From an optimization exercise on the open Yosys and OpenROAD flow, aimed at small area; shortcuts taken in it are not production practice. In this exercise RTL edits were held to simulation tests only and were not proved equivalent to the original. Power and IR drop assume default switching activity. The flow treats the clock pin as an ideal source, which a real chip does not have.

## nickel
==> flow/design.v (excerpt) <==
module id_stage
#(
  parameter logic [31:0] NOP_INS  = MIPS_NOP,
  parameter logic [31:0] RESET_PC = 32'h0000_0000
)(
  input  logic              CLK,
  input  logic              RST,
  input  logic [31:0]       Ins,
  input  logic [31:0]       nextPC,
  input  logic              flush,
  input  logic              ex_memread,
  input  logic [REG_AW-1:0] ex_rt,
  input  logic              wb_we,
  input  logic [REG_AW-1:0] wb_addr,
  input  logic [31:0]       wb_data,
  output logic              stall,
  output logic              id_valid,
  output logic [31:0]       id_pc,
  output logic [5:0]        id_opcode,
  output logic [5:0]        id_funct,
  output logic [REG_AW-1:0] id_rs,
  output logic [REG_AW-1:0] id_rt,
  output logic [REG_AW-1:0] id_rd,
  output logic [31:0]       id_rs_data,
  output logic [31:0]       id_rt_data,
  output logic [31:0]       id_imm,
  output logic [31:0]       id_br_target
);
Size: roughly 3,400 cells after synthesis, ~1,100 flip-flops, roughly 300 I/O pins, roughly 45,000 um2 of cells after synthesis.
==> flow/config.mk <==
export PLATFORM = sky130hd
export DESIGN_NAME = id_stage
export DESIGN_NICKNAME = id_stage
export VERILOG_FILES = /design/flow/design.v
export SDC_FILE = /design/flow/constraint.sdc
export NUM_CORES = 4
export LEC_CHECK = 0
export CAP_MARGIN = 0
export CORE_MARGIN = 2
export CORE_UTILIZATION = 50
export SETUP_SLACK_MARGIN = 0.2
export SLEW_MARGIN = 0
==> flow/constraint.sdc <==
create_clock -name core_clock -period 6.0 [get_ports {CLK}]
set_input_delay 1.2000 -clock core_clock [delete_from_list [all_inputs] [get_ports {CLK}]]
set_output_delay 1.2000 -clock core_clock [all_outputs]
set_load 0.01 [all_outputs]
standard.sh (not shown) runs the stock make flow with config.mk's settings and CLKGATE_MAP_FILE= SYNTH_SCRIPT=/design/flow/synth_recipe.tcl, a recipe that flattens the netlist after the stock synthesis.
==> flow/flow/run.sh <==
#!/bin/bash
# Standard ORFS layout with two changes: port buffers use the smallest buffer
# cell, and CTS uses large sink clusters without dummy loads.
set -euo pipefail
export BUFFER_PORTS_ARGS="-buffer_cell sky130_fd_sc_hd__buf_1"
export CTS_ARGS="-sink_clustering_enable -repair_clock_nets -dont_use_dummy_load -root_buf sky130_fd_sc_hd__clkbuf_16 -buf_list sky130_fd_sc_hd__clkbuf_16 -sink_clustering_size 24 -sink_clustering_max_diameter 120"
bash standard.sh > standard.log 2>&1
Although nickel finished all stages, its layout failed final checks on capacitance limit, slew limit.
--- input diff nickel..juniper ---
Settings: SETUP_SLACK_MARGIN now 0.1, was 0.2; CORE_UTILIZATION now 60, was 50; SLEW_MARGIN now 20, was 0; CAP_MARGIN now 20, was 0.
==> flow/flow/run.sh <==
#!/bin/bash
# Standard ORFS layout with two changes: port buffers use the smallest buffer
# cell, and CTS uses large sink clusters without dummy loads.
set -euo pipefail
export BUFFER_PORTS_ARGS="-buffer_cell sky130_fd_sc_hd__buf_1"
export CTS_ARGS="-sink_clustering_enable -repair_clock_nets -dont_use_dummy_load -root_buf sky130_fd_sc_hd__clkbuf_16 -buf_list sky130_fd_sc_hd__clkbuf_16 -sink_clustering_size 30 -sink_clustering_max_diameter 150"
bash standard.sh > standard.log 2>&1
--- outcome ---
- The flow did not stop early for juniper: all stages ran, and the layout cleared the timing, design-rule and antenna checks.
- In the final design statistics, juniper uses fewer standard cells in total than nickel.
- The slew at the pin with the worst max-slew slack in juniper sits 0.25 ns below the value recorded for nickel.
- Of juniper and nickel, it is juniper that has the lower total wire length.
- Relative to nickel, final area has gone down in juniper.
- Of the two values seen for startpoint of the most critical setup path, ins_q[25] was produced by nickel and ins_q[18] by juniper.
- Against nickel, post-route total power in juniper came out better.
- juniper ended up with a lower part of the total power dissipated in the clock network than nickel did.
- Lower die area goes to juniper over nickel.
- Higher non-clock buffer count among juniper and nickel: nickel
- Compared with nickel, juniper shows worst setup slack higher by 0.084 ns.
The following lists how indigo was set up differently from juniper:
Settings: CORE_UTILIZATION: 60 -> 50; SETUP_SLACK_MARGIN: 0.1 -> 0.2.
==> flow/flow/run.sh <==
#!/bin/bash
# Standard ORFS layout with two changes: port buffers use the smallest buffer
# cell, and CTS uses large sink clusters without dummy loads.
set -euo pipefail
export BUFFER_PORTS_ARGS="-buffer_cell sky130_fd_sc_hd__buf_1"
export CTS_ARGS="-sink_clustering_enable -repair_clock_nets -dont_use_dummy_load -root_buf sky130_fd_sc_hd__clkbuf_16 -buf_list sky130_fd_sc_hd__clkbuf_16 -sink_clustering_size 24 -sink_clustering_max_diameter 120"
bash standard.sh > standard.log 2>&1
### Flow results
juniper → indigo: core region area grew by about 20%; switching power as a share of total power grew by 0.31 points; total of clock buffers placed in the layout grew by 9; share of the clock period used by the worst path after layout grew by 1.9 points; total number of tap cells grew by 207.
Fraction of area in multi-input gates (lower): indigo
Changes in sierra relative to indigo:
Settings: swapping 0.2 for 0.1 in SETUP_SLACK_MARGIN; swapping 50 for 60 in CORE_UTILIZATION.
==> flow/flow/run.sh <==
#!/bin/bash
# Standard ORFS layout with two changes: port buffers use the smallest buffer
# cell, and CTS uses large sink clusters without dummy loads.
set -euo pipefail
export BUFFER_PORTS_ARGS="-buffer_cell sky130_fd_sc_hd__buf_1"
export CTS_ARGS="-sink_clustering_enable -repair_clock_nets -dont_use_dummy_load -root_buf sky130_fd_sc_hd__clkbuf_16 -buf_list sky130_fd_sc_hd__clkbuf_16 -sink_clustering_size 26 -sink_clustering_max_diameter 120"
bash standard.sh > standard.log 2>&1
--- outcome ---
Count of clock-buffer cells in the layout: sierra vs indigo down 7.8%
Measured against each other, sierra and indigo differ in global-route wire length before repair, the lower figure coming from sierra.
Sort sierra and indigo by clock network contribution to total cell area desc -> top: indigo
First-pass iteration count of the detailed router in sierra is 3 higher than in indigo
Going from indigo to sierra, die boundary height down about 9%, worst-path maximum fanout about even.
For cedar, these inputs were changed with respect to sierra:
Settings: CORE_UTILIZATION changed from 60 to 50; SETUP_SLACK_MARGIN changed from 0.1 to 0.2.
==> flow/flow/run.sh <==
#!/bin/bash
# Standard ORFS layout with two changes: port buffers use the smallest buffer
# cell, and CTS uses large sink clusters without dummy loads.
set -euo pipefail
export BUFFER_PORTS_ARGS="-buffer_cell sky130_fd_sc_hd__buf_1"
export CTS_ARGS="-sink_clustering_enable -repair_clock_nets -dont_use_dummy_load -root_buf sky130_fd_sc_hd__clkbuf_16 -buf_list sky130_fd_sc_hd__clkbuf_8 -sink_clustering_size 14 -sink_clustering_max_diameter 80"
bash standard.sh > standard.log 2>&1
## What came out
- cedar: via count 225 below sierra
- Summary: with sierra as the reference, global-route wire length before repair in cedar moved up by a few percent.
- sierra reports its first element of the critical path as ins_q[18] while cedar reports ins_q[25].
- cedar vs. sierra: sequential portion of the cell area dropped 0.60 points, share of layout cells above drive strength 1 climbed 1.3 points, sequential cell area barely changed, routed length on met1 climbed 8100 um.

-- static timing again, ports no longer ideal --
In the flow no input, the clock included, has a driving cell. The finished layouts below were timed again as built, in two steps. Step 1, drivers: a clkbuf_16 drives CLK and a buf_2 each remaining input, both assumed. Step 2 adds t to the input delays and takes it off the output delays; t is the mean of the earliest and latest rising clock arrival at the registers after step 1. Input paths then give back, and output paths get back, about the clock's delay inside the block. Slacks: no drivers / after step 1 / after step 2; pairs: no drivers / after step 1.
| run | t (ns) | slack for setup (ns) | hold WS [ns] | latest minus earliest clock arrival (ns) | worst register clock-pin slew, ns |
|---|---|---|---|---|---|
| nickel | 0.736 | 0.467 / 0.391 / 1.127 | 0.545 / 0.545 / 0.545 | 0.076 / 0.075 | 0.11 / 0.11 |
| juniper | 0.694 | 0.551 / 0.479 / 1.173 | 0.541 / 0.541 / 0.541 | 0.064 / 0.064 | 0.12 / 0.12 |
| indigo | 0.734 | 0.437 / 0.362 / 1.097 | 0.540 / 0.540 / 0.540 | 0.056 / 0.057 | 0.11 / 0.11 |
| sierra | 0.715 | 0.648 / 0.585 / 1.300 | 0.538 / 0.538 / 0.538 | 0.067 / 0.068 | 0.11 / 0.11 |
| cedar | 0.711 | 0.476 / 0.409 / 1.120 | 0.540 / 0.540 / 0.540 | 0.058 / 0.059 | 0.10 / 0.10 |
